This is an optimization exercise on Yosys and OpenROAD, whose aim is small area, not a production implementation.
RTL that was checked went through simulation tests only; none was proved equivalent to the original.
Only the layout flow was run in run 3; the RTL was not checked for function there.
Power and IR drop assume default switching activity.

`design/flow/flow/run.sh`:
```
#!/bin/bash
# The standard layout, except that the port buffers use the smallest
# buffer cell (sky130_fd_sc_hd__buf_1) instead of the one buffer_ports picks.
export BUFFER_PORTS_ARGS="-buffer_cell sky130_fd_sc_hd__buf_1"
bash standard.sh > standard.log 2>&1
```
`design/flow/standard.sh`:
```
#!/bin/bash
# synth_recipe.tcl (not shown) runs the flow's synth.tcl, then flattens the netlist and writes it again
# the make line also repeats each setting of config.mk as NAME=value (left out here)
make -C /OpenROAD-flow-scripts/flow DESIGN_CONFIG=/design/flow/config.mk WORK_HOME=/design/flow/orfs CLKGATE_MAP_FILE= SYNTH_SCRIPT=/design/flow/synth_recipe.tcl "${@:-finish}"
```
`design/flow/config.mk`:
```
export PLATFORM = sky130hd
export DESIGN_NAME = ppm_image_stream_decoder_unit
export DESIGN_NICKNAME = ppm_image_stream_decoder_unit
export VERILOG_FILES = /design/flow/design.v
export SDC_FILE = /design/flow/constraint.sdc
export NUM_CORES = 4
export LEC_CHECK = 0
export CAP_MARGIN = 20
export CORE_MARGIN = 2
export CORE_UTILIZATION = 65
export CTS_BUF_LIST = sky130_fd_sc_hd__clkbuf_8
export CTS_CLUSTER_SIZE = 30
export SLEW_MARGIN = 20
```
`design/flow/constraint.sdc`:
```
create_clock -name core_clock -period 8.0 [get_ports {clk}]
set_input_delay 1.6000 -clock core_clock [delete_from_list [all_inputs] [get_ports {clk}]]
set_output_delay 1.6000 -clock core_clock [all_outputs]
set_load 0.01 [all_outputs]
```
`design/flow/design.v`:
```
`default_nettype none
package ppmdec_pkg;
  typedef struct packed {
    logic [7:0] data_byte;
    logic       start_of_file;
    logic       end_of_file;
  } ppmdec_in_t;
  typedef struct packed {
    logic [1:0]  result_kind;
    logic [7:0]  red;
    logic [7:0]  green;
    logic [7:0]  blue;
    logic [15:0] pixel_x;
    logic [15:0] pixel_y;
    logic [15:0] image_width;
    logic [15:0] image_height;
    logic [7:0]  max_value;
    logic [2:0]  error_code;
    logic        last_of_run;
  } ppmdec_out_t;
  typedef enum logic [2:0] {
    PH_MAGIC  = 3'd0,
    PH_WIDTH  = 3'd1,
    PH_HEIGHT = 3'd2,
    PH_MAXVAL = 3'd3,
    PH_PIXELS = 3'd4,
    PH_DONE   = 3'd5
  } phase_t;
  typedef enum logic [2:0] {
    ST_IDLE  = 3'd0,
    ST_BYTE  = 3'd1,
    ST_DIV   = 3'd2,
    ST_EOF   = 3'd3,
    ST_EOFD  = 3'd4,
    ST_EMIT  = 3'd5
  } seq_t;
  localparam logic [1:0] KIND_HDR_ASCII = 2'd0;
  localparam logic [1:0] KIND_HDR_BIN   = 2'd1;
  localparam logic [1:0] KIND_PIXEL     = 2'd2;
  localparam logic [1:0] KIND_ERROR     = 2'd3;
  localparam logic [2:0] ERR_MAGIC      = 3'd0;
  localparam logic [2:0] ERR_INTEGER    = 3'd1;
  localparam logic [2:0] ERR_SIZE       = 3'd2;
  localparam logic [2:0] ERR_MAXVAL     = 3'd3;
  localparam logic [2:0] ERR_RANGE      = 3'd4;
  localparam logic [2:0] ERR_INCOMPLETE = 3'd5;
  localparam logic [16:0] TOKEN_SAT = 17'h1FFFF;
  localparam logic [15:0] MAGIC_P3  = 16'h5033;
  localparam logic [15:0] MAGIC_P6  = 16'h5036;
endpackage
`default_nettype wire
`default_nettype none
module ppm_image_stream_decoder_unit
(
  input  wire logic        clk,
  input  wire logic        rst,
  input  wire logic        byte_valid,
  output logic             byte_stall,
  input  wire logic [9:0]  byte_data,
  output logic             result_valid,
  input  wire logic        result_stall,
  output logic [101:0]     result_data
);
  localparam logic [3:0] S_IDLE  = 4'd0;
  localparam logic [3:0] S_BYTE  = 4'd1;
  localparam logic [3:0] S_EOFS  = 4'd2;
  localparam logic [3:0] S_ACC   = 4'd3;
  localparam logic [3:0] S_CHK   = 4'd4;
  localparam logic [3:0] S_EMIT  = 4'd5;
  localparam logic [3:0] S_MUL   = 4'd8;
  localparam logic [3:0] S_XFER  = 4'd9;
  localparam logic [3:0] S_DIV   = 4'd10;
  localparam logic [3:0] S_ZPRE  = 4'd11;
  localparam logic [3:0] S_ADV   = 4'd12;
  localparam logic [3:0] S_ZPOST = 4'd13;
  localparam logic [2:0] PH_MAGIC  = 3'd0;
  localparam logic [2:0] PH_WIDTH  = 3'd1;
  localparam logic [2:0] PH_HEIGHT = 3'd2;
  localparam logic [2:0] PH_MAXVAL = 3'd3;
  localparam logic [2:0] PH_PIXELS = 3'd4;
  localparam logic [2:0] PH_STOP   = 3'd5;
  localparam logic [1:0] R_NONE = 2'd0;
  localparam logic [1:0] R_HDR  = 2'd1;
  localparam logic [1:0] R_PIX  = 2'd2;
  localparam logic [1:0] R_ERR  = 2'd3;
  localparam logic [2:0] ERR_MAGIC      = 3'd0;
  localparam logic [2:0] ERR_INTEGER    = 3'd1;
  localparam logic [2:0] ERR_SIZE       = 3'd2;
  localparam logic [2:0] ERR_MAXVAL     = 3'd3;
  localparam logic [2:0] ERR_RANGE      = 3'd4;
  localparam logic [2:0] ERR_INCOMPLETE = 3'd5;
  logic [3:0]  st;
  logic [3:0]  cnt;
  logic        ev;            
  logic [2:0]  phase;
  logic        bin_fmt, in_comment, cr_seen;
  logic        tok_started, tok_neg, tok_invalid, tok_digits, tok_ovf;
  logic [15:0] tok_val;
  logic [2:0]  mul_dl;        
  logic [1:0]  mul_cy;
  logic        size_zero;
  logic [15:0] width_reg, height_reg, column, row;
  logic [7:0]  maxv;
  logic [1:0]  comp;
  logic        range_fault;
  logic [23:0] rgb;
  logic        samp_bad;
  logic        col_cy, row_cy, col_eq, row_eq;
  logic [1:0]  res_k;
  logic [2:0]  ecode;
  wire [7:0] c   = byte_data[9:2];
  wire       sof = byte_data[1];
  wire       eof = byte_data[0];
  wire c_ws    = (c == 8'h20) || (c >= 8'h09 && c <= 8'h0D);
  wire c_lf    = (c == 8'h0A);
  wire c_cr    = (c == 8'h0D);
  wire c_hash  = (c == 8'h23);
  wire c_dig   = (c >= 8'h30 && c <= 8'h39);
  wire c_sign  = (c == 8'h2B) || (c == 8'h2D);
  wire c_minus = (c == 8'h2D);
  wire c_P     = (c == 8'h50);
  wire c_3or6  = (c == 8'h33) || (c == 8'h36);
  wire c_6     = (c == 8'h36);
  wire evs     = (st == S_EOFS);
  wire stopped = (phase == PH_STOP);
  wire tokz    = (phase != PH_PIXELS) || !bin_fmt;
  wire last    = (cnt == 4'd15);
  wire t_hi   = |tok_val[15:8] || tok_ovf;    
  wire t_lo0  = (tok_val[7:0] == 8'd0);
  wire t_zero = t_lo0 && !t_hi;
  wire t_good = tok_digits && !tok_invalid;
  wire t_bad  = tok_neg || tok_ovf;           
  wire       mul_v   = tok_val[0] && tok_started;    
  wire       mul_d   = c_dig && (cnt[3:2] == 2'b00) && c[cnt[1:0]];
  wire [2:0] mul_sum = {2'b0, mul_dl[0]} + {2'b0, mul_dl[2]} + {2'b0, mul_d} + {1'b0, mul_cy};
  wire       mul_ovf = |mul_sum[2:1] || mul_v || mul_dl[0] || mul_dl[1];
  wire [7:0]  v       = tok_val[7:0];
  wire [7:0]  div_rem = tok_val[15:8];
  wire [8:0]  lo_d = {2'b0, maxv[7:1]} - {1'b0, v};
  wire [7:0]  hi_d = v - {7'b0, lo_d[8]};
  wire [15:0] num  = {hi_d, lo_d[7:0]};
  wire        nbit = num[~cnt];
  wire [8:0]  trial = {div_rem, nbit} - {1'b0, maxv};
  wire        qbit  = !trial[8];
  wire col_ib  = column[0] ^ col_cy;
  wire row_ib  = row[0] ^ row_cy;
  wire wrap    = col_eq;
  wire lastpix = col_eq && row_eq;
  wire inc_need = ev && !stopped && !(res_k == R_PIX && lastpix);
  assign byte_stall   = (st != S_ACC);
  assign result_valid = (st == S_EMIT);
  wire is_hdr = !res_k[1];
  wire is_pix = res_k[1] && !res_k[0];
  wire is_err = res_k[1] && res_k[0];
  assign result_data = {
    res_k[1], res_k[1] ? res_k[0] : bin_fmt,
    rgb[23:16] & {8{is_pix}}, rgb[15:0],
    column, row,
    width_reg & {16{is_hdr}}, height_reg & {16{is_hdr}}, maxv & {8{is_hdr}},
    ecode & {3{is_err}},
    !inc_need
  };
  logic fin, tokchar, samp;
  logic [3:0] after_step;
  always_comb begin
    after_step = (!ev && !evs && eof) ? S_EOFS : S_ACC;
  end
  always_ff @(posedge clk) begin
    cnt <= st[3] ? cnt + 4'd1 : 4'd0;
    if (rst) begin
      st <= S_IDLE;
      phase <= PH_MAGIC;
      in_comment <= 1'b0;
      tok_started <= 1'b0;
    end else begin
      unique case (st)
        S_IDLE: begin
          ev <= 1'b0;
          res_k <= R_NONE;
          if (byte_valid) begin
            st <= S_BYTE;
            if (sof) begin
              phase <= PH_MAGIC; in_comment <= 1'b0; tok_started <= 1'b0;
            end
          end
        end
        S_BYTE, S_EOFS: begin
          fin = 1'b0; tokchar = 1'b0; samp = 1'b0;
          st <= after_step;
          if (evs) ev <= 1'b1;
          if (!stopped) begin
            if (tokz) begin
              if (in_comment) begin
                if (!evs && c_lf) in_comment <= 1'b0;
              end else if (evs || c_ws) begin
                fin = tok_started;
              end else if (c_hash) begin
                fin = tok_started;
                in_comment <= 1'b1;
              end else begin
                tokchar = 1'b1;
              end
            end else if (!evs) begin
              if (in_comment) begin
                if (c_lf) in_comment <= 1'b0;
              end else if (cr_seen) begin
                cr_seen <= 1'b0;
                samp = !c_lf;
              end else begin
                samp = 1'b1;
              end
            end
          end
          if (tokchar) begin
            st <= S_MUL;
            if (!tok_started) begin
              tok_neg <= c_minus;
              tok_digits <= c_dig && (phase != PH_MAGIC);
              tok_invalid <= (phase == PH_MAGIC) ? !c_P : !(c_dig || c_sign);
            end else if (phase == PH_MAGIC) begin
              tok_digits <= 1'b1;
              tok_invalid <= tok_invalid || tok_digits || !c_3or6;
              if (!tok_digits) bin_fmt <= c_6;
            end else begin
              tok_digits <= tok_digits || c_dig;
              tok_invalid <= tok_invalid || !c_dig;
            end
          end
          if (fin) begin
            tok_started <= 1'b0;
            unique case (phase)
              PH_MAGIC: begin
                if (t_good) phase <= PH_WIDTH;
                else begin
                  res_k <= R_ERR; ecode <= ERR_MAGIC; phase <= PH_STOP; st <= S_ZPRE;
                end
              end
              PH_WIDTH, PH_HEIGHT: begin
                if (!t_good) begin
                  res_k <= R_ERR; ecode <= ERR_INTEGER; phase <= PH_STOP; st <= S_ZPRE;
                end else begin
                  st <= S_XFER;
                  size_zero <= (size_zero && phase == PH_HEIGHT) || t_bad || t_zero;
                  phase <= (phase == PH_WIDTH) ? PH_HEIGHT : PH_MAXVAL;
                end
              end
              PH_MAXVAL: begin
                st <= S_ZPRE;
                if (!t_good) begin
                  res_k <= R_ERR; ecode <= ERR_INTEGER; phase <= PH_STOP;
                end else if (size_zero) begin
                  res_k <= R_ERR; ecode <= ERR_SIZE; phase <= PH_STOP;
                end else if (tok_neg || t_zero || t_hi) begin
                  res_k <= R_ERR; ecode <= ERR_MAXVAL; phase <= PH_STOP;
                end else begin
                  res_k <= R_HDR;
                  maxv <= tok_val[7:0];
                  comp <= 2'd0;
                  cr_seen <= !evs && c_cr && bin_fmt;
                  phase <= PH_PIXELS;
                end
              end
              default: begin
                if (!t_good) begin
                  res_k <= R_ERR; ecode <= ERR_INTEGER; phase <= PH_STOP; st <= S_ZPRE;
                end else begin
                  samp = 1'b1;
                end
              end
            endcase
          end
          if (samp) begin
            st <= S_DIV;
            if (bin_fmt) tok_val <= {8'd0, c};
            samp_bad <= !bin_fmt && ((tok_neg && !t_lo0) || t_hi);
          end
        end
        S_MUL: begin
          if (last) begin
            st <= after_step;
            tok_started <= 1'b1;
            tok_ovf <= (tok_ovf && tok_started) || mul_ovf;
          end
        end
        S_XFER: begin
          if (last) begin
            st <= after_step;
          end
        end
        S_DIV: begin
          tok_val[15:8] <= qbit ? trial[7:0] : {div_rem[6:0], nbit};
          if (!cnt[3] && qbit) samp_bad <= 1'b1;
          if (last) begin
            st <= after_step;
            range_fault <= (range_fault && comp != 2'd0) || samp_bad;
            if (comp == 2'd2) begin
              comp <= 2'd0;
              if (range_fault || samp_bad) begin
                res_k <= R_ERR; ecode <= ERR_RANGE; phase <= PH_STOP; st <= S_ZPRE;
              end else begin
                res_k <= R_PIX;
              end
            end else begin
              comp <= comp + 2'd1;
            end
          end
        end
        S_ZPRE: begin
          if (last) begin
            st <= after_step;
          end
        end
        S_ACC: begin
          st <= (res_k != R_NONE) ? S_EMIT : S_CHK;
        end
        S_CHK: begin
          if (ev && !stopped) begin
            res_k <= R_ERR; ecode <= ERR_INCOMPLETE; phase <= PH_STOP;
            st <= S_ZPOST;
          end else begin
            st <= S_IDLE;
          end
        end
        S_ZPOST: begin
          if (last) st <= S_EMIT;
        end
        S_EMIT: begin
          if (!result_stall) begin
            if (res_k == R_PIX) st <= S_ADV;
            else begin
              res_k <= R_NONE;
              st <= S_CHK;
            end
          end
        end
        S_ADV: begin
          if (last) begin
            if (lastpix) phase <= PH_STOP;
            res_k <= R_NONE;
            st <= S_CHK;
          end
        end
        default: st <= S_IDLE;
      endcase
    end
    if (st == S_MUL || st == S_XFER) begin
      tok_val <= {mul_sum[0], tok_val[15:1]};
    end
    if (st == S_MUL) begin
      mul_dl <= {mul_dl[1:0], mul_v};
      mul_cy <= mul_sum[2:1];
    end
    if (st != S_MUL || last) begin
      mul_dl <= 3'd0;
      mul_cy <= 2'd0;
    end
    if ((st == S_XFER && phase == PH_HEIGHT) || st == S_DIV)
      width_reg <= {(st == S_DIV) ? width_reg[0] : (tok_val[0] && !t_bad), width_reg[15:1]};
    if ((st == S_XFER && phase == PH_MAXVAL) || st == S_DIV)
      height_reg <= {(st == S_DIV) ? height_reg[0] : (tok_val[0] && !t_bad), height_reg[15:1]};
    if (st == S_DIV) begin
      column <= {column[0], column[15:1]};
      row    <= {row[0], row[15:1]};
      col_eq <= (col_eq || cnt == 4'd0) && (col_ib == width_reg[0]);
      row_eq <= (row_eq || cnt == 4'd0) && (row_ib == height_reg[0]);
    end else if (st == S_ADV) begin
      column <= {!wrap && col_ib, column[15:1]};
      row    <= {!lastpix && (wrap ? row_ib : row[0]), row[15:1]};
    end else if (st == S_ZPRE || st == S_ZPOST) begin
      column <= {1'b0, column[15:1]};
      row    <= {1'b0, row[15:1]};
    end
    if (st == S_DIV || st == S_ADV) begin
      col_cy <= col_cy && column[0];
      row_cy <= row_cy && row[0];
    end else begin
      col_cy <= 1'b1;
      row_cy <= 1'b1;
    end
    if ((st == S_DIV && cnt[3]) || st == S_ZPRE || st == S_ZPOST)
      rgb <= {rgb[22:0], st == S_DIV && qbit && !samp_bad};
  end
endmodule
`default_nettype wire
```
==> flow_metrics.tcl, run 1 <==
set metrics [dict create \
    die_area_sq_um 13000 \
    pin_count 118 \
    path_max_fanout 10 \
    ctsHoldBuffers 0 \
    synth_top_family_by_area "simple AND/OR/NAND/NOR gates" \
    core_area_sq_um 11900 \
    start_util_pct 66.0 \
    grt_pass1_wl_um 28500 \
    synth_fa_ha_area_share_pct 4.84 \
    instances_no_fill 972 \
    grt_max_degree 47 \
    routabilityCongestion 0.943 \
    cp-start-kind "flip-flop" \
    rows 40 \
    ys_types 72 \
    die_x_um 114 \
    cts_max_level 4 \
    syn_area_per_cell_sq_um 10.8 \
    leakagePower_nw 3.07 \
    drv_cap 0 \
    relSlewSlack_pct 40.6 \
    post_cts_buffers 0 \
    ir_drop_mv 0.160 \
    synthArstFlopShare_pct 0 \
    syn_to_final_growth_pct 10.0 \
    finalPower_mw 2.31 \
    synth_nets 768 \
    cts_tree "yes" \
    grt_use_total_pct 28.5 \
    synthesis.instances 726 \
    grt_overflow 0 \
    synth-edff-count 131 \
    drcViolationCount 0 \
    stdcell_area_sq_um 8650 \
    antennaDiodeCount 0 \
    arrival_ns 6.30 \
    path_clk_slew_ns 0.08 \
    synth.area.mux_share_pct 1.45 \
    ff2ff_setup_slack_ns 1.82 \
    worstPathRequired_ns 8.13 \
    post-dp-hpwl_um 13000 \
    clock_path_buffers 2 \
    fin_nets 854 \
    clockRootBuffer "clkbuf_8" \
    synth.cell_area_sq_um 7860 \
    largest_reg_flops 24 \
    setup_tns_ns 0 \
    ff2ff_path_depth 26 \
    ys_ff_latch 151 \
    finalSetupViolations 0 \
    synth_xor_area_share_pct 2.43 \
    wl_per_cell_um 18.5 \
    antenna_found_initial 0 \
    status "complete, no violations" \
    cpMostUsedCell "ha_1" \
    critPathMaxStageDelay_ns 0.57 \
    dpl.cell_count 940 \
    drive_above_1_share_pct 6.06 \
    cts_buffers 17 \
    first_iter_violations 655 \
    hp-class "reg -> reg" \
    vias_per_cell 6.17 \
    maxSlewViolCount 0 \
    grt_pass1_vias 5591 \
    drt_pre_antenna_iters 6 \
    skew_ns 0.0116 \
    numClockSinks 151 \
    power.density_nw_per_um2 267 \
    holdPathStages 0 \
    fin_crit_sh_pct 77.2 \
    routed_wl_um 18000 \
    rsz0062_at_grt "false" \
    synth_flop_cell "edfxtp_1" \
    endpoint_kind "flip-flop" \
    clk_latency_ns 0.45 \
    n_fill_cell 864 \
    io_buffers 117 \
    worst_pin_slew_ns 0.887 \
    placed_cell_area_sq_um 8260 \
    ctsResizeCount 0 \
    synth-simple-area-share_pct 18.7 \
    crit_path_top_delay_cell "xnor2_2" \
    crit_type "reg -> reg" \
    largest_register "rgb" \
    die_y_um 114 \
    dr_total_vias 5995 \
    ys_warn_count 1 \
    hold_viol 0 \
    clock.fmax_mhz 162 \
    synth_compound_area_share_pct 12.0 \
    ant_nets 0 \
    period_minus_slack_ns 6.18 \
    ys_seq_area_share_pct 55.1 \
]
final cells by class:
| type | instances | area (sq um) | share of cell area (%) |
|---|---|---|---|
| inverter | 38 | 143 | 1.65 |
| timing repair buffer | 122 | 477 | 5.51 |
| sequential | 151 | 4330 | 50.1 |
| clock inverter | 15 | 163 | 1.88 |
| multi-input combinational | 482 | 3120 | 36.0 |
| tap | 147 | 184 | 2.13 |
| clock buffer | 17 | 234 | 2.70 |
worst max-delay path, delay by kind of cell, from the launching register on:
kind | cells | cell delay (ns)
adders and majority gates | 6 | 1.69
DFF | 1 | 0.42
buffers and inverters | 3 | 0.24
xor gates and xnor gates | 1 | 0.57
AOI/OAI and AO/OA | 11 | 2.10
and+or+nand+nor | 5 | 0.82
synth_stat cells, types with 8 or more instances:
cell type,n,area (sq um)
edfxtp_1,131,3930
buf_4,17,128
xnor2_1,12,105
dfxtp_1,20,400
and2_1,13,81.3
clkbuf_1,26,97.6
and3_1,17,106
nand2_1,55,206
a21oi_1,26,130
buf_2,9,45.0
nand2b_1,8,50.1
ha_1,24,300
nor2b_1,44,275
nor3_1,19,95.1
xor2_1,8,70.1
o21ai_0,39,195
mux2i_1,8,80.1
nand3_1,24,120
inv_1,36,135
nor4_1,8,50.1
nor2_1,60,225
through the flow:
step	utilization [%]	setup WS, ns	hold slack, ns
after floorplan	-	2.71	0.417
after CTS	72.6	1.92	0.450
after detailed placement	69.3	1.99	0.430
after global routing	72.6	1.35	0.460
after global placement	69.2	2.25	0.423
final	72.6	1.82	0.446
layout by cell type, fill, tap and decap left out, types with 4 or more instances in the layout:
cell type,count
edfxtp_1,131
buf_1,117
nor2_1,59
nand2_1,55
nor2b_1,44
inv_1,40
o21ai_0,39
a21oi_1,25
nand3_1,24
ha_1,24
dfxtp_1,20
nor3_1,19
and3_1,17
clkbuf_8,17
and2_1,13
xnor2_1,12
nand2b_1,8
nor4_1,8
xor2_1,8
mux2i_1,8
nor3b_1,7
nand4_1,7
o211ai_1,6
o31ai_1,6
a21o_1,6
or2_2,5
o22ai_1,5
a211oi_1,5
buf_4,5
o2111ai_1,4
o21a_1,4
a31oi_1,4
fa_1,4
logic make-up after synthesis:
| group | after synthesis |
|---|---|
| AOI/OAI and AO/OA | 140 |
| DFF | 151 |
| xor gates and xnor gates | 21 |
| adders and majority gates | 28 |
| muxes | 10 |
| and+or+nand+nor | 283 |
| buffers and inverters | 93 |
report_power, final:
part           total (mW)  leakage [nW]  switching, mW  internal [mW]
sequential           1.02          1.35         0.0985          0.924
combinational       0.702          1.52          0.434          0.269
clock               0.587         0.205          0.283          0.304
total                2.31          3.07          0.815           1.50
routing by layer:
metal	up-vias	track usage, %	part of all wire [%]
met1	2852	39.6	43
met4	0	9.35	1.9
met5	-	0	0
met3	40	7.28	8.3
li1	2800	-	-
met2	303	44.2	47
final timing paths:
path | start | to
min | rgb[22] | rgb[23]
max | maxv[1] | samp_bad
max reg2reg | maxv[1] | samp_bad
min reg2reg | rgb[22] | rgb[23]
==> run 2: changes to the inputs <==
--- a/design/flow/config.mk
+++ b/design/flow/config.mk
@@ -8,6 +8,4 @@
 export CAP_MARGIN = 20
 export CORE_MARGIN = 2
 export CORE_UTILIZATION = 65
-export CTS_BUF_LIST = sky130_fd_sc_hd__clkbuf_8
-export CTS_CLUSTER_SIZE = 30
 export SLEW_MARGIN = 20
==> run 2 against run 1 <==
Critical path depth stayed put. Area after synthesis did not move. Combinational power barely moved. Register-to-register slack about the same. Via count increased by 0.62%. Critical path type unchanged. Critical endpoint unchanged.
==> flow_metrics.tcl, run 2 <==
set metrics [dict create \
    clock.fmax_mhz 162 \
    syn_area_per_cell_sq_um 10.8 \
    synth_commonest_cells "edfxtp_1, nor2_1, nand2_1" \
    final_common_cell "edfxtp_1" \
    synthTopCellsByArea "edfxtp_1, dfxtp_1, ha_1" \
    ant_nets 0 \
    relSlewSlack_pct 38.5 \
    whs_ns 0.444 \
    hp-class "reg -> reg" \
    clk_latency_ns 0.42 \
    clockRootBuffer "clkbuf_16" \
    regArea_sq_um 4330 \
    antennaDiodeCount 0 \
    drt_pre_antenna_iters 5 \
    synth_top_cell_by_area "edfxtp_1" \
    syn_to_final_growth_pct 12.5 \
    crit_type "reg -> reg" \
    p_switching_uw 848 \
    comb_power_share_pct 27.8 \
    largest_register "rgb" \
    drive_above_1_share_pct 6.06 \
    path_max_fanout 10 \
    rsz0062_at_grt "false" \
    numClockSinks 151 \
    post_cts_buffers 0 \
    core_area_sq_um 11900 \
    drcViolationCount 0 \
    placed_cell_area_sq_um 8260 \
    start_util_pct 66.0 \
    ir_drop_mv 0.169 \
    synthesis.instances 726 \
    post-dp-hpwl_um 13000 \
    grt_pass1_vias 5691 \
    hold_viol 0 \
    dr_total_vias 6032 \
    n_fill_cell 836 \
    synth_top_area_share_pct 50.0 \
    p_clk_share_pct 31.8 \
    path_clk_slew_ns 0.06 \
    arrival_ns 6.27 \
    cts_tree "yes" \
    ys_types 72 \
    seq_power_share_pct 40.4 \
    multi_input_area_sq_um 3120 \
    synth.cell_area_sq_um 7860 \
    p_int_mw 1.69 \
    die_y_um 114 \
    maxSlewViolCount 0 \
    worstPathRequired_ns 8.09 \
    synth.most_common_cell "edfxtp_1" \
    status "complete, no violations" \
    synth_flop_cell "edfxtp_1" \
    rows 40 \
    endpoint_kind "flip-flop" \
    stdcell_area_sq_um 8840 \
    cts_max_level 4 \
    io_buffers 117 \
    grt_overflow 0 \
    leakagePower_nw 3.14 \
    synthArstFlopShare_pct 0 \
    ys_warn_count 1 \
    wl_per_cell_um 19.1 \
    ys_seq_area_share_pct 55.1 \
    synth-edff-count 131 \
    swShare_pct 33.5 \
    cp-start-kind "flip-flop" \
    antenna_found_initial 0 \
    routabilityCongestion 0.943 \
    layout.cells.most_common_list "edfxtp_1, buf_1, nor2_1" \
    largest_reg_flops 24 \
    power.density_nw_per_um2 287 \
    synth_nets 768 \
    setup_tns_ns 0 \
    vias_per_cell 6.21 \
    routed_wl_um 18600 \
    clock_path_buffers 2 \
    fin_crit_sh_pct 77.3 \
    first_iter_violations 692 \
    ctsResizeCount 0 \
    drv_cap 0 \
    ys_ff_latch 151 \
    cts_buffers 17 \
    grt_pass1_wl_um 29200 \
    grt_max_degree 47 \
    ctsHoldBuffers 0 \
    finalSetupViolations 0 \
    period_minus_slack_ns 6.18 \
    fin_nets 854 \
    die_x_um 114 \
    worst_pin_slew_ns 0.918 \
    grt_use_total_pct 29.5 \
    pin_count 118 \
    die_area_sq_um 13000 \
    skew_ns 0.00759 \
]
## run 2: area by class of cell
cell class	instances	area share (%)
sequential	151	49.0
multi-input combinational	482	35.3
clock buffer	21	4.98
timing repair buffer	122	5.39
inverter	38	1.61
clock inverter	11	1.67
tap	147	2.08
## run 2: kinds of logic (layout without fill, tap and decap cells)
group,after synthesis,in the layout,share of synthesized area (%)
adders and majority gates,28,28,4.84
DFF,151,151,55.1
and+or+nand+nor,283,283,18.7
AOI/OAI and AO/OA,140,140,12.0
muxes,10,10,1.45
xor gates and xnor gates,21,21,2.43
buffers and inverters,93,192,5.39
## run 2: worst paths after layout
check / start / to / cells past startpoint / slack [ns]
max: maxv[1] / samp_bad / 26 / 1.82
min: height_reg[13] / height_reg[12] / 0 / 0.44
max reg2reg: maxv[1] / samp_bad / 26 / 1.82
min reg2reg: height_reg[13] / height_reg[12] / 0 / 0.44
## run 2: layer usage
metal / part of all wire (%) / vias up / global-route usage, %
met5: 0 / - / 0
met4: 1.9 / 0 / 11.1
met3: 9.2 / 42 / 7.86
met2: 47 / 336 / 45.2
met1: 42 / 2848 / 40.6
li1: - / 2806 / -
## run 2: power groups by stage
stage / clock (mW) / sequential (mW) / combinational [mW]
6_report: 0.805 / 1.02 / 0.705
4_1_cts: 0.815 / 1.02 / 0.694
5_1_grt: 0.845 / 1.03 / 0.776
2_1_floorplan: 0 / 0.973 / 0.562
3_3_place_gp: 0 / 1.03 / 0.673
3_5_place_dp: 0 / 1.04 / 0.691
## run 2: worst max-delay path, cell delays in order, from the launching register on
cell and delay [ns]:
edfxtp_1 0.41, inv_1 0.12, ha_1 0.19, inv_1 0.06, fa_1 0.40, a211oi_1 0.34, o21bai_1 0.16, a21o_1 0.19
a21oi_1 0.17, or2_2 0.13, ha_1 0.22, ha_1 0.26, inv_1 0.07, a221o_1 0.34, a21oi_1 0.14, o21ai_0 0.08
and3b_1 0.18, o211a_1 0.13, ha_1 0.22, fa_1 0.43, nor2b_1 0.21, o2111ai_1 0.12, nand3_1 0.11, o41ai_1 0.10
xnor2_2 0.57, nand2_1 0.18, o41ai_1 0.33
## run 2: per-stage QoR
| stage | util (%) | instances | setup WS [ns] | power (mW) |
|---|---|---|---|---|
| final | 74.2 | 972 | 1.82 | 2.53 |
| after global routing | 74.2 | 972 | 1.34 | 2.65 |
| after CTS | 74.2 | 972 | 1.93 | 2.53 |
| after detailed placement | 69.3 | 940 | 1.99 | 1.73 |
| after global placement | 69.2 | 940 | 2.25 | 1.71 |
| after floorplan | - | 726 | 2.71 | 1.54 |
==> run 3: changes to the inputs <==
--- a/design/flow/design.v
+++ b/design/flow/design.v
@@ -136,12 +136,33 @@
   wire       mul_ovf = |mul_sum[2:1] || mul_v || mul_dl[0] || mul_dl[1];
   wire [7:0]  v       = tok_val[7:0];
   wire [7:0]  div_rem = tok_val[15:8];
-  wire [8:0]  lo_d = {2'b0, maxv[7:1]} - {1'b0, v};
-  wire [7:0]  hi_d = v - {7'b0, lo_d[8]};
-  wire [15:0] num  = {hi_d, lo_d[7:0]};
+  function automatic logic [8:0] sub8(input logic [7:0] a, input logic [7:0] b);
+    logic br;
+    logic [7:0] d;
+    br = 1'b0;
+    for (int i = 0; i < 8; i++) begin
+      d[i] = a[i] ^ b[i] ^ br;
+      br = (!a[i] && b[i]) || (!(a[i] ^ b[i]) && br);
+    end
+    sub8 = {br, d};
+  endfunction
+  function automatic logic [8:0] dec8(input logic [7:0] a, input logic b);
+    logic br;
+    logic [7:0] d;
+    br = b;
+    for (int i = 0; i < 8; i++) begin
+      d[i] = a[i] ^ br;
+      br = !a[i] && br;
+    end
+    dec8 = {br, d};
+  endfunction
+  wire [8:0]  lo_d = sub8({1'b0, maxv[7:1]}, v);
+  wire [8:0]  hi_d = dec8(v, lo_d[8]);
+  wire [15:0] num  = {hi_d[7:0], lo_d[7:0]};
   wire        nbit = num[~cnt];
-  wire [8:0]  trial = {div_rem, nbit} - {1'b0, maxv};
-  wire        qbit  = !trial[8];
+  wire [8:0]  tlo   = sub8({div_rem[6:0], nbit}, maxv);
+  wire        qbit  = div_rem[7] || !tlo[8];
+  wire [7:0]  trial = tlo[7:0];
   wire col_ib  = column[0] ^ col_cy;
   wire row_ib  = row[0] ^ row_cy;
   wire wrap    = col_eq;
--- a/design/flow/config.mk
+++ b/design/flow/config.mk
@@ -7,5 +7,8 @@
 export LEC_CHECK = 0
 export CAP_MARGIN = 20
 export CORE_MARGIN = 2
-export CORE_UTILIZATION = 65
+export CORE_UTILIZATION = 75
+export CTS_BUF_LIST = sky130_fd_sc_hd__clkbuf_16
+export CTS_CLUSTER_DIAMETER = 150
+export CTS_CLUSTER_SIZE = 80
 export SLEW_MARGIN = 20
==> run 3 against run 2 <==
Cell count decreased by 5.9%. Wire length increased by 25%. Now fails the layout checks on setup timing. Count of clock-buffer cells in the layout decreased by 4. Largest power group unchanged. Clock skew increased by 0.0055 ns. Sequential power about the same. Critical path type unchanged. First-iteration DRC count increased by 99%. Clock power decreased by 4.1%.
==> flow_metrics.tcl, run 3 <==
set metrics [dict create \
    largest_reg_flops 24 \
    synthesis.instances 668 \
    drive_above_1_share_pct 15.9 \
    ys_types 69 \
    die_x_um 105 \
    wl_per_cell_um 25.4 \
    critPathBufInv 4 \
    vias_per_cell 7.02 \
    io_buffers 117 \
    grt_pass1_wl_um 31500 \
    relSlewSlack_pct 29.2 \
    r2r-end "samp_bad" \
    ant_nets 0 \
    crit_type "reg -> reg" \
    die_area_sq_um 11000 \
    clk_latency_ns 0.44 \
    grt_pass1_vias 5727 \
    ys_ff_latch 151 \
    hold_viol 0 \
    cts_tree "yes" \
    cpMostUsedCell "fa_2" \
    arrival_ns 8.43 \
    start_util_pct 77.7 \
    clock_path_buffers 2 \
    clock.fmax_mhz 121 \
    worstPathRequired_ns 8.15 \
    drt_pre_antenna_iters 6 \
    critPathMaxStageDelay_ns 0.41 \
    synth_top_cell_by_area "edfxtp_1" \
    final_common_cell "edfxtp_1" \
    synth_flop_cell "edfxtp_1" \
    routabilityCongestion 0.947 \
    leakagePower_nw 3.09 \
    post-dp-hpwl_um 12800 \
    worst_pin_slew_ns 1.06 \
    ctsHoldBuffers 0 \
    power.density_nw_per_um2 273 \
    rows 36 \
    dr_total_vias 6426 \
    holdPathStages 0 \
    synth_top_area_share_pct 51.4 \
    cts_buffers 17 \
    synth.most_common_cell "edfxtp_1" \
    finalSetupViolations 10 \
    setup_ws_ns -0.276 \
    r2r-start "maxv[1]" \
    ir_drop_mv 0.274 \
    pin_count 118 \
    ff2ff_path_depth 35 \
    maxSlewViolCount 0 \
    ys_seq_area_share_pct 56.6 \
    grt_use_total_pct 38.0 \
    synthArstFlopShare_pct 0 \
    path_delay_family "adder cells" \
    grt_overflow 0 \
    syn_area_per_cell_sq_um 11.5 \
    path_max_fanout 4 \
    largest_register "rgb" \
    dp_slack_ns -0.367 \
    cts_max_level 4 \
    synth-edff-count 131 \
    path_clk_slew_ns 0.07 \
    setup_tns_ns -1.73 \
    syn_to_final_growth_pct 17.2 \
    ff2ff_setup_slack_ns -0.28 \
    crit_path_top_delay_cell "edfxtp_1" \
    routed_wl_um 23300 \
    core_area_sq_um 9860 \
    clockRootBuffer "clkbuf_16" \
    numClockSinks 151 \
    rsz0062_at_grt "true" \
    ys_warn_count 1 \
    hold_path_startpoint "column[7]" \
    cp-start-kind "flip-flop" \
    drcViolationCount 0 \
    grt_max_degree 48 \
    status "finished with violations" \
    first_iter_violations 1380 \
    skew_ns 0.0131 \
    antenna_found_initial 0 \
    synthTopCellsByArea "edfxtp_1, dfxtp_1, nor2b_1" \
    whs_ns 0.444 \
    drv_cap 0 \
    fin_nets 815 \
    n_fill_cell 377 \
    stdcell_area_sq_um 8980 \
    fin_crit_sh_pct 103 \
    hp-class "reg -> reg" \
    placed_cell_area_sq_um 8140 \
    period_minus_slack_ns 8.28 \
    hold_end "column[6]" \
    synth.cell_area_sq_um 7660 \
    synth_commonest_cells "edfxtp_1, nor2b_1, nand2_1, nor2_1, inv_1" \
    layout.cells.most_common_list "edfxtp_1, buf_1, nor2b_1" \
    synth_nets 714 \
    die_y_um 105 \
    check-failures "setup timing" \
    endpoint_kind "flip-flop" \
    antennaDiodeCount 0 \
]
-- run 3: stage by stage --
stage | util [%] | instances | total power [mW]
CTS | 88.8 | 913 | 2.33
floorplan | - | 668 | 1.39
global placement | 82.4 | 880 | 1.53
detailed placement | 82.5 | 880 | 1.56
global route | 91.0 | 915 | 2.52
finish | 91.0 | 915 | 2.45
-- run 3: power by group --
part	internal, mW	total (mW)	switching [mW]
registers	0.910	0.994	0.0837
logic	0.250	0.687	0.437
clock network	0.428	0.772	0.344
-- run 3: area by class of cell --
type / count / area (sq um) / area share, %
sequential: 151 / 4330 / 48.3
multi-input combinational: 424 / 3180 / 35.4
timing repair buffer: 133 / 589 / 6.56
clock buffer: 17 / 425 / 4.74
tap: 133 / 166 / 1.85
inverter: 42 / 158 / 1.76
clock inverter: 15 / 126 / 1.41
-- run 3: worst max-delay path by stage --
stage                     startpoint     endpoint  cells past startpoint
after global placement       maxv[1]  tok_val[15]                     33
final                        maxv[1]     samp_bad                     35
after CTS                    maxv[1]  tok_val[12]                     35
after floorplan              maxv[1]     samp_bad                     36
after global routing         maxv[1]  tok_val[14]                     36
after detailed placement     maxv[1]  tok_val[12]                     35
-- run 3: repair_timing --
item | CTS | global route
setup endpoints to repair | 10 | 10
buffers inserted | 1 | 1
gates resized for setup | 26 | 39
pin swaps | 2 | 6
gates cloned | 0 | 1
hold endpoints to repair | 0 | 0
-- run 3: logic make-up after synthesis --
logic type | count (synthesis) | synth area share (%)
AOI/OAI and AO/OA | 118 | 9.83
xor gates and xnor gates | 6 | 0.686
adders and majority gates | 32 | 6.70
buffers and inverters | 93 | 5.54
DFF | 151 | 56.6
muxes | 18 | 3.15
and+or+nand+nor | 250 | 17.5
-- run 3: layer usage --
layer  vias up  GRT usage [%]  routed length (um)
li1       2592              -                   -
met2       714           60.5               10900
met1      2952           49.8                7780
met3       168           10.2                3120
met4         0           15.8                1480
met5         -              0                   0
==> run 4: changes to the inputs <==
--- a/design/flow/design.v
+++ b/design/flow/design.v
@@ -99,12 +99,12 @@
   logic [2:0]  mul_dl;        
   logic [1:0]  mul_cy;
   logic        size_zero;
-  logic [15:0] width_reg, height_reg, column, row;
-  logic [7:0]  maxv;
+  logic [15:0] width_n, height_n, column, row;
+  logic [7:0]  maxv_n;
+  wire  [7:0]  maxv = ~maxv_n;
   logic [1:0]  comp;
-  logic        range_fault;
+  logic        range_fault;   
   logic [23:0] rgb;
-  logic        samp_bad;
   logic        col_cy, row_cy, col_eq, row_eq;
   logic [1:0]  res_k;
   logic [2:0]  ecode;
@@ -146,19 +146,19 @@
     end
     sub8 = {br, d};
   endfunction
-  function automatic logic [8:0] dec8(input logic [7:0] a, input logic b);
-    logic br;
+  function automatic logic [7:0] dec8(input logic [7:0] a, input logic b);
+    logic z;
     logic [7:0] d;
-    br = b;
+    z = 1'b1;
     for (int i = 0; i < 8; i++) begin
-      d[i] = a[i] ^ br;
-      br = !a[i] && br;
+      d[i] = a[i] ^ (b && z);
+      z = z && !a[i];
     end
-    dec8 = {br, d};
+    dec8 = d;
   endfunction
   wire [8:0]  lo_d = sub8({1'b0, maxv[7:1]}, v);
-  wire [8:0]  hi_d = dec8(v, lo_d[8]);
-  wire [15:0] num  = {hi_d[7:0], lo_d[7:0]};
+  wire [7:0]  hi_d = dec8(v, lo_d[8]);
+  wire [15:0] num  = {hi_d, lo_d[7:0]};
   wire        nbit = num[~cnt];
   wire [8:0]  tlo   = sub8({div_rem[6:0], nbit}, maxv);
   wire        qbit  = div_rem[7] || !tlo[8];
@@ -177,7 +177,7 @@
     res_k[1], res_k[1] ? res_k[0] : bin_fmt,
     rgb[23:16] & {8{is_pix}}, rgb[15:0],
     column, row,
-    width_reg & {16{is_hdr}}, height_reg & {16{is_hdr}}, maxv & {8{is_hdr}},
+    ~(width_n | {16{!is_hdr}}), ~(height_n | {16{!is_hdr}}), ~(maxv_n | {8{!is_hdr}}),
     ecode & {3{is_err}},
     !inc_need
   };
@@ -275,7 +275,7 @@
                   res_k <= R_ERR; ecode <= ERR_MAXVAL; phase <= PH_STOP;
                 end else begin
                   res_k <= R_HDR;
-                  maxv <= tok_val[7:0];
+                  maxv_n <= ~tok_val[7:0];
                   comp <= 2'd0;
                   cr_seen <= !evs && c_cr && bin_fmt;
                   phase <= PH_PIXELS;
@@ -293,7 +293,7 @@
           if (samp) begin
             st <= S_DIV;
             if (bin_fmt) tok_val <= {8'd0, c};
-            samp_bad <= !bin_fmt && ((tok_neg && !t_lo0) || t_hi);
+            range_fault <= (range_fault && comp != 2'd0) || (!bin_fmt && ((tok_neg && !t_lo0) || t_hi));
           end
         end
         S_MUL: begin
@@ -310,13 +310,12 @@
         end
         S_DIV: begin
           tok_val[15:8] <= qbit ? trial[7:0] : {div_rem[6:0], nbit};
-          if (!cnt[3] && qbit) samp_bad <= 1'b1;
+          if (!cnt[3] && qbit) range_fault <= 1'b1;
           if (last) begin
             st <= after_step;
-            range_fault <= (range_fault && comp != 2'd0) || samp_bad;
             if (comp == 2'd2) begin
               comp <= 2'd0;
-              if (range_fault || samp_bad) begin
+              if (range_fault) begin
                 res_k <= R_ERR; ecode <= ERR_RANGE; phase <= PH_STOP; st <= S_ZPRE;
               end else begin
                 res_k <= R_PIX;
@@ -376,14 +375,14 @@
       mul_cy <= 2'd0;
     end
     if ((st == S_XFER && phase == PH_HEIGHT) || st == S_DIV)
-      width_reg <= {(st == S_DIV) ? width_reg[0] : (tok_val[0] && !t_bad), width_reg[15:1]};
+      width_n <= {(st == S_DIV) ? width_n[0] : !(tok_val[0] && !t_bad), width_n[15:1]};
     if ((st == S_XFER && phase == PH_MAXVAL) || st == S_DIV)
-      height_reg <= {(st == S_DIV) ? height_reg[0] : (tok_val[0] && !t_bad), height_reg[15:1]};
+      height_n <= {(st == S_DIV) ? height_n[0] : !(tok_val[0] && !t_bad), height_n[15:1]};
     if (st == S_DIV) begin
       column <= {column[0], column[15:1]};
       row    <= {row[0], row[15:1]};
-      col_eq <= (col_eq || cnt == 4'd0) && (col_ib == width_reg[0]);
-      row_eq <= (row_eq || cnt == 4'd0) && (row_ib == height_reg[0]);
+      col_eq <= (col_eq || cnt == 4'd0) && (col_ib != width_n[0]);
+      row_eq <= (row_eq || cnt == 4'd0) && (row_ib != height_n[0]);
     end else if (st == S_ADV) begin
       column <= {!wrap && col_ib, column[15:1]};
       row    <= {!lastpix && (wrap ? row_ib : row[0]), row[15:1]};
@@ -399,7 +398,7 @@
       row_cy <= 1'b1;
     end
     if ((st == S_DIV && cnt[3]) || st == S_ZPRE || st == S_ZPOST)
-      rgb <= {rgb[22:0], st == S_DIV && qbit && !samp_bad};
+      rgb <= {rgb[22:0], st == S_DIV && qbit && !range_fault};
   end
 endmodule
 `default_nettype wire
--- a/design/flow/config.mk
+++ b/design/flow/config.mk
@@ -7,8 +7,6 @@
 export LEC_CHECK = 0
 export CAP_MARGIN = 20
 export CORE_MARGIN = 2
-export CORE_UTILIZATION = 75
-export CTS_BUF_LIST = sky130_fd_sc_hd__clkbuf_16
-export CTS_CLUSTER_DIAMETER = 150
-export CTS_CLUSTER_SIZE = 80
+export CORE_UTILIZATION = 65
+export CTS_BUF_LIST = sky130_fd_sc_hd__clkbuf_4 sky130_fd_sc_hd__clkbuf_8
 export SLEW_MARGIN = 20
==> run 4 against run 3 <==
The run now finishes clean. Design area is 8.2% lower. Wire length is 25% lower. Via count is 14% lower. Fmax is 7.7% higher. Core utilization is 18 points lower. Die area is 11% higher. Clock skew is 0.0045 ns higher. Flip-flop and latch count is 1 lower. Clock power is 28% lower. Critical path type unchanged. Largest power group unchanged. Highest routed layer unchanged.
==> flow_metrics.tcl, run 4 <==
set metrics [dict create \
    status "complete, no violations" \
    grt_overflow 0 \
    endpoint_kind "flip-flop" \
    hp-class "reg -> reg" \
    die_x_um 111 \
    synthArstFlopShare_pct 0 \
    setup_tns_ns 0 \
    hold_end "mul_dl[2]" \
    synth_commonest_cells "edfxtp_1, nor2_1, nand2_1" \
    synth_top_area_share_pct 52.6 \
    die_y_um 111 \
    synthesis.instances 655 \
    r2r-start "maxv_n[1]" \
    clock.fmax_mhz 130 \
    final_common_cell "edfxtp_1" \
    largest_reg_flops 24 \
    cp-start-kind "flip-flop" \
    path_clk_slew_ns 0.09 \
    grt_pass1_vias 5246 \
    routed_wl_um 17400 \
    hold_path_startpoint "mul_dl[1]" \
    ys_types 67 \
    p_int_mw 1.54 \
    n_fill_cell 790 \
    synth.most_common_cell "edfxtp_1" \
    power.density_nw_per_um2 307 \
    path_max_fanout 11 \
    antenna_found_initial 0 \
    p_clk_share_pct 22.1 \
    layout.cells.most_common_list "edfxtp_1, buf_1, nor2_1" \
    arrival_ns 7.85 \
    pin_count 118 \
    clk_latency_ns 0.46 \
    swShare_pct 39.0 \
    antennaDiodeCount 0 \
    fin_crit_sh_pct 96.0 \
    cts_max_level 4 \
    grt_use_total_pct 29.0 \
    crit_path_top_delay_cell "edfxtp_1" \
    clock_path_buffers 2 \
    fin_nets 787 \
    post-dp-hpwl_um 12400 \
    ff2ff_path_depth 30 \
    synth-edff-count 130 \
    synth_top_cell_by_area "edfxtp_1" \
    seq_power_share_pct 44.5 \
    start_util_pct 65.9 \
    io_buffers 117 \
    holdPathStages 1 \
    r2r-end "tok_val[10]" \
    synthTopCellsByArea "edfxtp_1, dfxtp_1, nor2_1" \
    rsz0062_at_grt "false" \
    maxSlewViolCount 0 \
    numClockSinks 150 \
    drcViolationCount 0 \
    grt_pass1_wl_um 27800 \
    final_core_util_pct 73.1 \
    synth.cell_area_sq_um 7430 \
    synth_nets 696 \
    ys_ff_latch 150 \
    crit_type "reg -> reg" \
    largest_register "rgb" \
    vias_per_cell 6.13 \
    syn_to_final_growth_pct 11.0 \
    ctsHoldBuffers 0 \
    period_minus_slack_ns 7.68 \
    grt_max_degree 48 \
    critPathMaxStageDelay_ns 0.42 \
    cpMostUsedCell "fa_1" \
    routabilityCongestion 0.903 \
    ff2ff_setup_slack_ns 0.32 \
    core_area_sq_um 11300 \
    synth_flop_cell "edfxtp_1" \
    hold_viol 0 \
    leakagePower_nw 2.85 \
    rows 39 \
    comb_power_share_pct 33.5 \
    worstPathRequired_ns 8.17 \
    ys_seq_area_share_pct 58.0 \
    skew_ns 0.0176 \
    dr_total_vias 5526 \
    wl_per_cell_um 19.3 \
    multi_input_area_sq_um 2760 \
    worst_pin_slew_ns 0.903 \
    p_switching_uw 987 \
    cts_tree "yes" \
    first_iter_violations 581 \
    regArea_sq_um 4300 \
    drv_cap 0 \
    drive_above_1_share_pct 7.25 \
    cts_buffers 17 \
    syn_area_per_cell_sq_um 11.3 \
    drt_pre_antenna_iters 5 \
    die_area_sq_um 12300 \
    ir_drop_mv 0.215 \
    ant_nets 0 \
    relSlewSlack_pct 39.4 \
    ys_warn_count 1 \
    finalSetupViolations 0 \
    clockRootBuffer "clkbuf_8" \
]
-- run 4: layout make-up --
cell class | instances | share of cell area [%]
Multi-Input combinational cell | 419 | 33.5
Clock inverter | 13 | 1.50
Tap cell | 143 | 2.17
Sequential cell | 150 | 52.2
Timing Repair Buffer | 123 | 5.97
Inverter | 35 | 1.59
Clock buffer | 19 | 3.02
-- run 4: critical path, delay by kind of cell (launching register included) --
kind	cells	cell delay, ns
AO/OA/AOI/OAI	3	0.44
XOR/XNOR	1	0.14
adder cells (fa/ha/maj)	17	5.28
buffers and inverters	5	0.44
flip-flops	1	0.42
multiplexers	1	0.21
AND/OR/NAND/NOR	3	0.46
-- run 4: per-layer routing --
layer | track usage (%) | share of wire, % | up-vias
met1 | 40.4 | 43 | 2724
met5 | 0 | 0 | -
met3 | 6.18 | 6.6 | 36
met4 | 10.3 | 1.9 | 0
li1 | - | - | 2523
met2 | 46.0 | 48 | 243
-- run 4: worst max-delay path by stage --
stage,endpoint,startpoint,depth (start not counted),slack [ns]
floorplan,tok_val[13],tok_val[0],30,0.47
global placement,tok_val[13],maxv_n[1],30,0.57
detailed placement,tok_val[13],maxv_n[1],30,0.28
CTS,tok_val[10],maxv_n[1],30,0.15
global route,tok_val[10],maxv_n[1],30,0.04
finish,tok_val[10],maxv_n[1],30,0.32
-- run 4: per-stage QoR --
stage / std cells / setup WS, ns / area, sq um / power (mW) / hold slack [ns]
floorplan: 655 / 0.470 / 7430 / 1.69 / 0.417
global placement: 870 / 0.572 / 7830 / 1.93 / 0.426
detailed placement: 870 / 0.279 / 7840 / 1.96 / 0.435
CTS: 902 / 0.149 / 8210 / 2.51 / 0.452
global route: 902 / 0.0449 / 8240 / 2.67 / 0.455
finish: 902 / 0.317 / 8240 / 2.53 / 0.445
-- run 4: cell families (layout without fill, tap and decap cells) --
group / Yosys count / count (layout) / share of synthesized area (%)
AND/OR/NAND/NOR: 257 / 257 / 17.5
XOR/XNOR: 10 / 10 / 1.18
adder cells (fa/ha/maj): 27 / 27 / 6.06
flip-flops: 150 / 150 / 58.0
AO/OA/AOI/OAI: 116 / 116 / 10.4
buffers and inverters: 86 / 190 / 5.27
multiplexers: 9 / 9 / 1.72
-- run 4: what timing repair did --
item,CTS,global route
buffers inserted,0,0
setup endpoints to repair,0,7
gates resized for setup,0,8
-- run 4: power groups by stage --
| stage | Sequential, mW | Clock [mW] | Combinational, mW |
|---|---|---|---|
| 2_1_floorplan | 1.07 | 0 | 0.627 |
| 3_3_place_gp | 1.13 | 0 | 0.801 |
| 3_5_place_dp | 1.13 | 0 | 0.824 |
| 4_1_cts | 1.12 | 0.565 | 0.829 |
| 5_1_grt | 1.14 | 0.595 | 0.938 |
| 6_report | 1.12 | 0.558 | 0.846 |
==> run 5: changes to the inputs <==
--- a/design/flow/config.mk
+++ b/design/flow/config.mk
@@ -8,5 +8,6 @@
 export CAP_MARGIN = 20
 export CORE_MARGIN = 2
 export CORE_UTILIZATION = 65
-export CTS_BUF_LIST = sky130_fd_sc_hd__clkbuf_4 sky130_fd_sc_hd__clkbuf_8
+export CTS_BUF_LIST = sky130_fd_sc_hd__clkbuf_8
+export CTS_CLUSTER_SIZE = 30
 export SLEW_MARGIN = 20
==> run 5 against run 4 <==
Critical path type unchanged. Total power down 0.35%. Worst hold slack gained 0.0025 ns. Fmax is essentially flat. Design area barely moved. Still clean on timing, DRC and antenna. Cell count unchanged. Synthesized cell count unchanged. Via count grew 1.2%.
==> flow_metrics.tcl, run 5 <==
set metrics [dict create \
    antennaDiodeCount 0 \
    synth_top_cell_by_area "edfxtp_1" \
    drcViolationCount 0 \
    die_x_um 111 \
    wl_per_cell_um 19.4 \
    finalPower_mw 2.52 \
    ir_drop_mv 0.214 \
    grt_pass1_wl_um 27700 \
    synthArstFlopShare_pct 0 \
    leakagePower_nw 2.85 \
    die_y_um 111 \
    status "complete, no violations" \
    skew_ns 0.0172 \
    path_clk_slew_ns 0.09 \
    syn_area_per_cell_sq_um 11.3 \
    clk_latency_ns 0.46 \
    cpMostUsedCell "fa_1" \
    vias_per_cell 6.20 \
    synth_flop_cell "edfxtp_1" \
    drive_above_1_share_pct 6.98 \
    cp-start-kind "flip-flop" \
    grt_max_degree 48 \
    largest_reg_flops 24 \
    cts_tree "yes" \
    ys_ff_latch 150 \
    synth.most_common_cell "edfxtp_1" \
    ant_nets 0 \
    numClockSinks 150 \
    antenna_found_initial 0 \
    first_iter_violations 689 \
    dr_total_vias 5591 \
    layout.cells.most_common_list "edfxtp_1, buf_1, nor2_1" \
    core_area_sq_um 11300 \
    path_max_fanout 11 \
    ys_seq_area_share_pct 58.0 \
    fin_nets 787 \
    ys_warn_count 1 \
    synth_top_area_share_pct 52.6 \
    rows 39 \
    clock_path_buffers 2 \
    arrival_ns 7.85 \
    largest_register "rgb" \
    endpoint_kind "flip-flop" \
    worstPathRequired_ns 8.17 \
    routabilityCongestion 0.903 \
    final_core_util_pct 73.0 \
    finalSetupViolations 0 \
    period_minus_slack_ns 7.68 \
    fin_crit_sh_pct 96.0 \
    synth_nets 696 \
    clock.fmax_mhz 130 \
    final_common_cell "edfxtp_1" \
    ys_types 67 \
    cts_buffers 17 \
    routed_wl_um 17500 \
    crit_type "reg -> reg" \
    drv_cap 0 \
    grt_use_total_pct 28.9 \
    worst_pin_slew_ns 0.886 \
    ff2ff_setup_slack_ns 0.32 \
    start_util_pct 65.9 \
    synthTopCellsByArea "edfxtp_1, dfxtp_1, nor2_1" \
    critPathMaxStageDelay_ns 0.42 \
    power.density_nw_per_um2 306 \
    drt_pre_antenna_iters 6 \
    synth.cell_area_sq_um 7430 \
    ctsHoldBuffers 0 \
    grt_overflow 0 \
    n_fill_cell 787 \
    pin_count 118 \
    die_area_sq_um 12300 \
    setup_tns_ns 0 \
    synth_commonest_cells "edfxtp_1, nor2_1, nand2_1" \
    io_buffers 117 \
    rsz0062_at_grt "false" \
    crit_path_top_delay_cell "edfxtp_1" \
    post-dp-hpwl_um 12400 \
    maxSlewViolCount 0 \
    clockRootBuffer "clkbuf_8" \
    grt_pass1_vias 5235 \
    synth-edff-count 130 \
    relSlewSlack_pct 40.8 \
    syn_to_final_growth_pct 10.8 \
    synthesis.instances 655 \
    hold_viol 0 \
    hp-class "reg -> reg" \
    cts_max_level 4 \
]
-- run 5: area by class of cell --
type	count	area, sq um	share of cell area, %
sequential	150	4300	52.3
tap	143	179	2.17
inverter	35	131	1.60
timing repair buffer	123	492	5.97
clock inverter	15	131	1.60
clock buffer	17	234	2.84
multi-input combinational	419	2760	33.5
-- run 5: kinds of logic (layout without fill, tap and decap cells) --
group                    count (synthesis)  in the layout  synth area share, %
XOR/XNOR                                10             10                 1.18
AO/OA/AOI/OAI                          116            116                 10.4
flip-flops                             150            150                 58.0
adder cells (fa/ha/maj)                 27             27                 6.06
buffers and inverters                   86            190                 5.27
multiplexers                             9              9                 1.72
AND/OR/NAND/NOR                        257            257                 17.5
-- run 5: worst max-delay path, delay by kind of cell, from the launching register on --
kind,cells,cell delay (ns)
AND/OR/NAND/NOR,3,0.46
multiplexers,1,0.21
XOR/XNOR,1,0.14
buffers and inverters,5,0.44
AO/OA/AOI/OAI,3,0.43
flip-flops,1,0.42
adder cells (fa/ha/maj),17,5.30
-- run 5: layer usage --
layer	up-vias	GRT usage, %	wire (um)
li1	2524	-	-
met1	2737	40.3	7410
met2	286	45.9	8380
met3	44	5.96	1350
met4	0	10.3	361
met5	-	0	0
-- run 5: path summary, 6_finish.rpt --
path              startpoint     endpoint  depth (start not counted)
setup reg to reg   maxv_n[1]  tok_val[10]                         30
hold reg to reg    mul_dl[1]    mul_dl[2]                          1
hold / removal     mul_dl[1]    mul_dl[2]                          1
setup / recovery   maxv_n[1]  tok_val[10]                         30
-- run 5: metrics by stage --
stage | setup slack, ns | instances | area, sq um | hold slack (ns)
floorplan | 0.470 | 655 | 7430 | 0.417
global placement | 0.572 | 870 | 7830 | 0.426
detailed placement | 0.279 | 870 | 7840 | 0.435
CTS | 0.149 | 902 | 8210 | 0.452
global route | 0.0449 | 902 | 8230 | 0.455
finish | 0.324 | 902 | 8230 | 0.447
-- run 5: what timing repair did --
item,CTS,global route
endpoints found under the setup margin,0,7
buffers inserted,0,0
gates resized for setup,0,8
endpoints found under the hold margin,0,0
-- run 5: report_power, final --
group	switching, mW	internal [mW]
Combinational	0.548	0.298
Sequential	0.137	0.987
Clock	0.302	0.247
Total	0.987	1.53

## separate check: timing with driven ports
The results above use ideal ports. As a check the final layouts listed here were re-extracted and re-timed, cells and wires unchanged. Step 1, drivers: a clkbuf_16 drives clk and a buf_2 each remaining input, both assumed. Step 2 times the ports against the registers' clock, not the clock port: input delays grow and output delays shrink by t, the midpoint of the rising clock arrivals with the driver on. a / b / c = ideal ports / drivers / drivers and shift; a / b = the first two.
run	t (ns)	setup slack, ns	latest minus earliest clock arrival (ns)
run 1	0.482	1.825 / 1.825 / 1.825	0.012 / 0.012
run 2	0.460	1.819 / 1.819 / 1.819	0.009 / 0.008
run 3	0.471	-0.276 / -0.276 / -0.276	0.015 / 0.015
run 4	0.493	0.317 / 0.317 / 0.317	0.018 / 0.017
run 5	0.491	0.324 / 0.324 / 0.324	0.017 / 0.017
